From an optimization exercise on the open Yosys and OpenROAD flow, aimed at small area; shortcuts taken in it are not production practice.
In this exercise RTL edits were held to simulation tests only and were not proved equivalent to the original.
Power figures rest on the tool's default switching activity, not on a simulated workload.

==> build 72 <==
==> flow/design.v <==
module imem_icache #(
  parameter int ADDR_WIDTH     = 32,
  parameter int INST_WIDTH     = 32,
  parameter int LINES          = 16,
  parameter int WORDS_PER_LINE = 4
) (
  input  logic                  clk,
  input  logic                  rst,
  input  logic [ADDR_WIDTH-1:0] cpu_addr,
  input  logic                  cpu_read,
  output logic [INST_WIDTH-1:0] cpu_rdata,
  output logic                  cpu_stall,
  input  logic                  inv,
  output logic                  mem_req,
  output logic [ADDR_WIDTH-1:0] mem_addr,
  input  logic                  mem_gnt,
  input  logic                  mem_rvalid,
  input  logic [INST_WIDTH-1:0] mem_rdata
);
  localparam int OFF   = $clog2(WORDS_PER_LINE);
  localparam int IDX   = $clog2(LINES);
  localparam int TAG_W = ADDR_WIDTH - 2 - OFF - IDX;
  localparam int NW    = LINES * WORDS_PER_LINE;
  localparam int SW    = IDX + OFF;           
  localparam int TSTEP = 8;                   
  localparam logic [INST_WIDTH-1:0] NOP = INST_WIDTH'(32'h0000_0013);
  logic                       stall_q, req_q;
  logic                       inv_pend_q;
  logic [LINES-1:0]           valid_q;
  logic [ADDR_WIDTH-1:2]      maddr_q;    
  logic [OFF-1:0]             loff_q;
  logic [INST_WIDTH-1:0]      rdata_q;
  logic [SW-1:0]              ph_q;       
  logic [LINES-1:0][TAG_W-1:0]   tag_q;   
  logic [NW-1:0][INST_WIDTH-1:0] data_q;  
  logic                  pend_q;
  logic [OFF-1:0]        poff_q;
  logic [INST_WIDTH-1:0] hold_q;
  logic [OFF-1:0]   c_off;
  logic [IDX-1:0]   c_idx;
  logic [TAG_W-1:0] c_tag;
  logic [IDX-1:0]   lidx;
  logic [OFF-1:0]   cnt;
  assign c_off = cpu_addr[2 +: OFF];
  assign c_idx = cpu_addr[2+OFF +: IDX];
  assign c_tag = cpu_addr[ADDR_WIDTH-1 -: TAG_W];
  assign lidx  = maddr_q[2+OFF +: IDX];
  assign cnt   = maddr_q[2 +: OFF];
  logic [IDX-1:0]   tstage;
  logic [TAG_W-1:0] tag_rd;
  logic             hit_s;
  assign tstage = c_idx + ph_q[IDX-1:0];
  always_comb begin
    tag_rd = '0;
    for (int l = 0; l < LINES; l++)
      tag_rd = tag_rd | ({TAG_W{tstage == IDX'(l)}} & tag_q[l]);
  end
  assign hit_s = valid_q[c_idx] && (tag_rd == c_tag);
  logic lookup, miss, rvalid_w, done;
  assign lookup   = !stall_q && cpu_read;
  assign miss     = lookup && !hit_s;
  assign rvalid_w = stall_q && !req_q && mem_rvalid;
  assign done     = rvalid_w && (&cnt);
  logic [SW-1:0]         rslot, rstage;
  logic [INST_WIDTH-1:0] ring_rd, rd_word;
  assign rslot  = stall_q ? {lidx, loff_q} : {c_idx, c_off};
  assign rstage = rslot + ph_q;
  always_comb begin
    ring_rd = '0;
    for (int i = 0; i < NW; i++)
      ring_rd = ring_rd | ({INST_WIDTH{rstage == SW'(i)}} & data_q[i]);
  end
  assign rd_word = (pend_q && rslot == {lidx, poff_q}) ? hold_q : ring_rd;
  logic [SW-1:0]         wslot, wstage;
  logic                  wnow, wen;
  logic [INST_WIDTH-1:0] wdata;
  assign wslot  = pend_q ? {lidx, poff_q} : {lidx, cnt};
  assign wstage = wslot + ph_q + SW'(1);
  assign wnow   = rvalid_w && !wstage[0];
  assign wen    = wnow || pend_q;
  assign wdata  = pend_q ? hold_q : mem_rdata;
  always_ff @(posedge clk) begin
    hold_q <= mem_rdata;
    pend_q <= rvalid_w && wstage[0];
    poff_q <= cnt;
  end
  always_ff @(posedge clk) begin
    for (int i = 0; i < NW; i++) begin
      if ((i % 2) == 0 && wen && wstage == SW'(i)) data_q[i] <= wdata;
      else data_q[i] <= data_q[(i + NW - 1) % NW];
    end
  end
  logic [IDX-1:0] twstage;
  assign twstage = lidx + ph_q[IDX-1:0] + IDX'(1);
  always_ff @(posedge clk) begin
    for (int l = 0; l < LINES; l++) begin
      if ((l % TSTEP) == 0 && stall_q && twstage == IDX'(l)) tag_q[l] <= maddr_q[ADDR_WIDTH-1 -: TAG_W];
      else tag_q[l] <= tag_q[(l + LINES - 1) % LINES];
    end
  end
  always_ff @(posedge clk) begin
    if (rst) ph_q <= '0;
    else     ph_q <= ph_q + SW'(1);
  end
  always_ff @(posedge clk) begin
    if (rst) begin
      stall_q <= 1'b0;
      req_q   <= 1'b0;
    end else if (!stall_q) begin
      stall_q <= miss;
      req_q   <= miss;
    end else if (req_q) begin
      req_q   <= !mem_gnt;
    end else if (mem_rvalid) begin
      stall_q <= !(&cnt);
      req_q   <= !(&cnt);
    end
  end
  always_ff @(posedge clk) begin
    inv_pend_q <= stall_q && (inv_pend_q || inv);
  end
  always_ff @(posedge clk) begin
    if (rst || inv) begin
      valid_q <= '0;
    end else if (done && !inv_pend_q) begin
      valid_q[lidx] <= 1'b1;
    end
  end
  always_ff @(posedge clk) begin
    if (rst) begin
      maddr_q <= '0;
    end else if (miss) begin
      maddr_q <= {cpu_addr[ADDR_WIDTH-1:2+OFF], {OFF{1'b0}}};
    end else if (rvalid_w && !(&cnt)) begin
      maddr_q[2 +: OFF] <= cnt + OFF'(1);
    end
  end
  always_ff @(posedge clk) begin
    if (miss) loff_q <= c_off;
  end
  always_ff @(posedge clk) begin
    if (rst) begin
      rdata_q <= NOP;
    end else if (lookup && hit_s) begin
      rdata_q <= rd_word;
    end else if (done) begin
      rdata_q <= (&loff_q) ? mem_rdata : rd_word;
    end
  end
  assign cpu_rdata = rdata_q;
  assign cpu_stall = stall_q;
  assign mem_req   = req_q;
  assign mem_addr  = {maddr_q, 2'b00};
endmodule
==> flow/run.sh <==
#!/bin/bash
# synth_recipe.tcl (not shown) runs the flow's synth.tcl, then flattens the netlist and writes it again
# the make line also repeats each setting of config.mk as NAME=value (left out here)
make -C /OpenROAD-flow-scripts/flow DESIGN_CONFIG=/design/flow/config.mk WORK_HOME=/design/flow/orfs CLKGATE_MAP_FILE= SYNTH_SCRIPT=/design/flow/synth_recipe.tcl finish
==> flow/config.mk <==
export PLATFORM = sky130hd
export DESIGN_NAME = imem_icache
export DESIGN_NICKNAME = imem_icache
export VERILOG_FILES = /design/flow/design.v
export SDC_FILE = /design/flow/constraint.sdc
export NUM_CORES = 4
export LEC_CHECK = 0
export CAP_MARGIN = 20
export CORE_MARGIN = 2
export CORE_UTILIZATION = 40
export SLEW_MARGIN = 20
==> flow/constraint.sdc <==
create_clock -name core_clock -period 8.0 [get_ports {clk}]
set_input_delay 1.6000 -clock core_clock [delete_from_list [all_inputs] [get_ports {clk}]]
set_output_delay 1.6000 -clock core_clock [all_outputs]
set_load 0.01 [all_outputs]
==> trial 94 (differences from build 72) <==
==> flow/design.v, changed modules only <==
module imem_icache #(
  parameter int ADDR_WIDTH     = 32,
  parameter int INST_WIDTH     = 32,
  parameter int LINES          = 16,
  parameter int WORDS_PER_LINE = 4
) (
  input  logic                  clk,
  input  logic                  rst,
  input  logic [ADDR_WIDTH-1:0] cpu_addr,
  input  logic                  cpu_read,
  output logic [INST_WIDTH-1:0] cpu_rdata,
  output logic                  cpu_stall,
  input  logic                  inv,
  output logic                  mem_req,
  output logic [ADDR_WIDTH-1:0] mem_addr,
  input  logic                  mem_gnt,
  input  logic                  mem_rvalid,
  input  logic [INST_WIDTH-1:0] mem_rdata
);
  localparam int OFF   = $clog2(WORDS_PER_LINE);
  localparam int IDX   = $clog2(LINES);
  localparam int TAG_W = ADDR_WIDTH - 2 - OFF - IDX;
  localparam int NW    = LINES * WORDS_PER_LINE;
  localparam logic [INST_WIDTH-1:0] NOP = INST_WIDTH'(32'h0000_0013);
  logic                       stall_q, req_q;
  logic                       inv_pend_q;
  logic [LINES-1:0]           valid_q;
  logic [ADDR_WIDTH-1:2]      maddr_q;    
  logic [OFF-1:0]             loff_q;
  logic [INST_WIDTH-1:0]      rdata_q;
  logic [LINES-1:0][TAG_W-1:0]   tag_q;
  logic [NW-1:0][INST_WIDTH-1:0] data_q;
  logic [OFF-1:0]   c_off;
  logic [IDX-1:0]   c_idx;
  logic [TAG_W-1:0] c_tag;
  logic [IDX-1:0]   lidx;
  logic [OFF-1:0]   cnt;
  assign c_off = cpu_addr[2 +: OFF];
  assign c_idx = cpu_addr[2+OFF +: IDX];
  assign c_tag = cpu_addr[ADDR_WIDTH-1 -: TAG_W];
  assign lidx  = maddr_q[2+OFF +: IDX];
  assign cnt   = maddr_q[2 +: OFF];
  logic [LINES-1:0] c_line;
  logic [TAG_W-1:0] tag_rd;
  logic             hit_s;
  always_comb begin
    tag_rd = '0;
    for (int l = 0; l < LINES; l++) begin
      c_line[l] = (c_idx == IDX'(l));
      tag_rd = tag_rd | ({TAG_W{c_line[l]}} & tag_q[l]);
    end
  end
  assign hit_s = |(valid_q & c_line) && (tag_rd == c_tag);
  logic lookup, miss, rvalid_w, done;
  assign lookup   = !stall_q && cpu_read;
  assign miss     = lookup && !hit_s;
  assign rvalid_w = stall_q && !req_q && mem_rvalid;
  assign done     = rvalid_w && (&cnt);
  logic [IDX+OFF-1:0]    ra;
  logic [NW-1:0]         rsel;
  logic [INST_WIDTH-1:0] rd_word;
  assign ra = stall_q ? {lidx, loff_q} : {c_idx, c_off};
  always_comb begin
    rd_word = '0;
    for (int i = 0; i < NW; i++) begin
      rsel[i] = (ra == (IDX+OFF)'(i));
      rd_word = rd_word | ({INST_WIDTH{rsel[i]}} & data_q[i]);
    end
  end
  always_ff @(posedge clk) begin
    if (rst) begin
      stall_q <= 1'b0;
      req_q   <= 1'b0;
    end else if (!stall_q) begin
      stall_q <= miss;
      req_q   <= miss;
    end else if (req_q) begin
      req_q   <= !mem_gnt;
    end else if (mem_rvalid) begin
      stall_q <= !(&cnt);
      req_q   <= !(&cnt);
    end
  end
  always_ff @(posedge clk) begin
    inv_pend_q <= stall_q && (inv_pend_q || inv);
  end
  always_ff @(posedge clk) begin
    if (rst || inv) begin
      valid_q <= '0;
    end else if (done && !inv_pend_q) begin
      valid_q[lidx] <= 1'b1;
    end
  end
  always_ff @(posedge clk) begin
    if (rst) begin
      maddr_q <= '0;
    end else if (miss) begin
      maddr_q <= {cpu_addr[ADDR_WIDTH-1:2+OFF], {OFF{1'b0}}};
    end else if (rvalid_w && !(&cnt)) begin
      maddr_q[2 +: OFF] <= cnt + OFF'(1);
    end
  end
  always_ff @(posedge clk) begin
    if (miss) loff_q <= c_off;
  end
  always_ff @(posedge clk) begin
    if (rst) begin
      rdata_q <= NOP;
    end else if (lookup && hit_s) begin
      rdata_q <= rd_word;
    end else if (done) begin
      rdata_q <= (&loff_q) ? mem_rdata : rd_word;
    end
  end
  for (genvar l = 0; l < LINES; l++) begin : g_tag
    always_ff @(posedge clk) begin
      if (miss && c_line[l]) tag_q[l] <= c_tag;
    end
  end
  for (genvar i = 0; i < NW; i++) begin : g_data
    always_ff @(posedge clk) begin
      if (rvalid_w && ({lidx, cnt} == (IDX+OFF)'(i))) data_q[i] <= mem_rdata;
    end
  end
  assign cpu_rdata = rdata_q;
  assign cpu_stall = stall_q;
  assign mem_req   = req_q;
  assign mem_addr  = {maddr_q, 2'b00};
endmodule
==> notes.md <==
| metric | build 72 | trial 94 |
|---|---|---|
| Status | failed layout checks | timing/DRC/antenna clean |
| Layout check failures | capacitance limit, slew limit | - |
| Slew Limit Headroom | -1.12% | 8.49% |
| Count of flip-flops and latches | 2556 | 2515 |
| Fraction of area in clock buffers and inverters | 8.33% | 7.63% |
| Biggest area consumer among synthesized cells | dfxtp_1 | edfxtp_1 |
| Clock buffers | 357 | 345 |
| Share of power burned in combinational logic | 12.1% | 4.1% |
| Post-synthesis to final-layout area growth | 18.3% | 17.1% |
| Clock buffer count from CTS | 241 | 276 |
| Maximum fanout along the worst path | 39 | 41 |
| Routed wire length per instance | 35.1 um | 42.4 um |
| Y dimension of the die | 461 um | 485 um |
| Max-cap viol count | 1 | 0 |
| Share of power burned in the clock network | 40.5% | 43.4% |
| Fin util | 47.7% | 47.1% |
| Multi-input logic portion of the cell area | 31.1% | 16.0% |
| Fraction of power spent switching nets | 28.5% | 21.6% |
| Ant. Diodes | 49 | 8 |
| Crit share post-route | 88.2% | 73.3% |
| Met3 wire length | 63.1 mm | 59.3 mm |
| Standard-cell row count | 167 | 176 |
| Latest clock arrival within the worst-skew pair | 0.93 ns | 0.95 ns |
| Tapcells inserted | 2788 | 3026 |
| Worst setup margin | 0.942 ns | 2.14 ns |
| Sequential portion of the cell area | 51.8% | 69.0% |
| Total placed cells including tap cells | 10979 | 8275 |
| Horizontal die dimension | 461 um | 485 um |

-- port drivers added, routing unchanged --
No port has a modelled driver above. Below, the same layouts with a new extraction and two added sets of constraints. Step 1 assumes that a clkbuf_16 drives the clock port and a buf_2 every other input. Step 2 moves the port delays by t, midway between the first and last clock arrival at a register: inputs arrive t later, outputs are due t later. That takes back most of the time a late clock gives input paths. Slacks: ideal / step 1 / step 2; pairs: ideal / step 1.
| run | shift t [ns] | setup WS [ns] | hold slack, ns | pins driven straight from the clock port |
|---|---|---|---|---|
| build 72 | 0.986 | 0.942 / 1.016 / 0.029 | 0.308 / 0.308 / 0.308 | 1 |
| trial 94 | 1.009 | 2.136 / 2.196 / 1.187 | 0.468 / 0.468 / 0.468 | 1 |
The setup slack of trial 94, which loses most, moves by +0.060 ns with the drivers and by -0.949 ns with both steps.
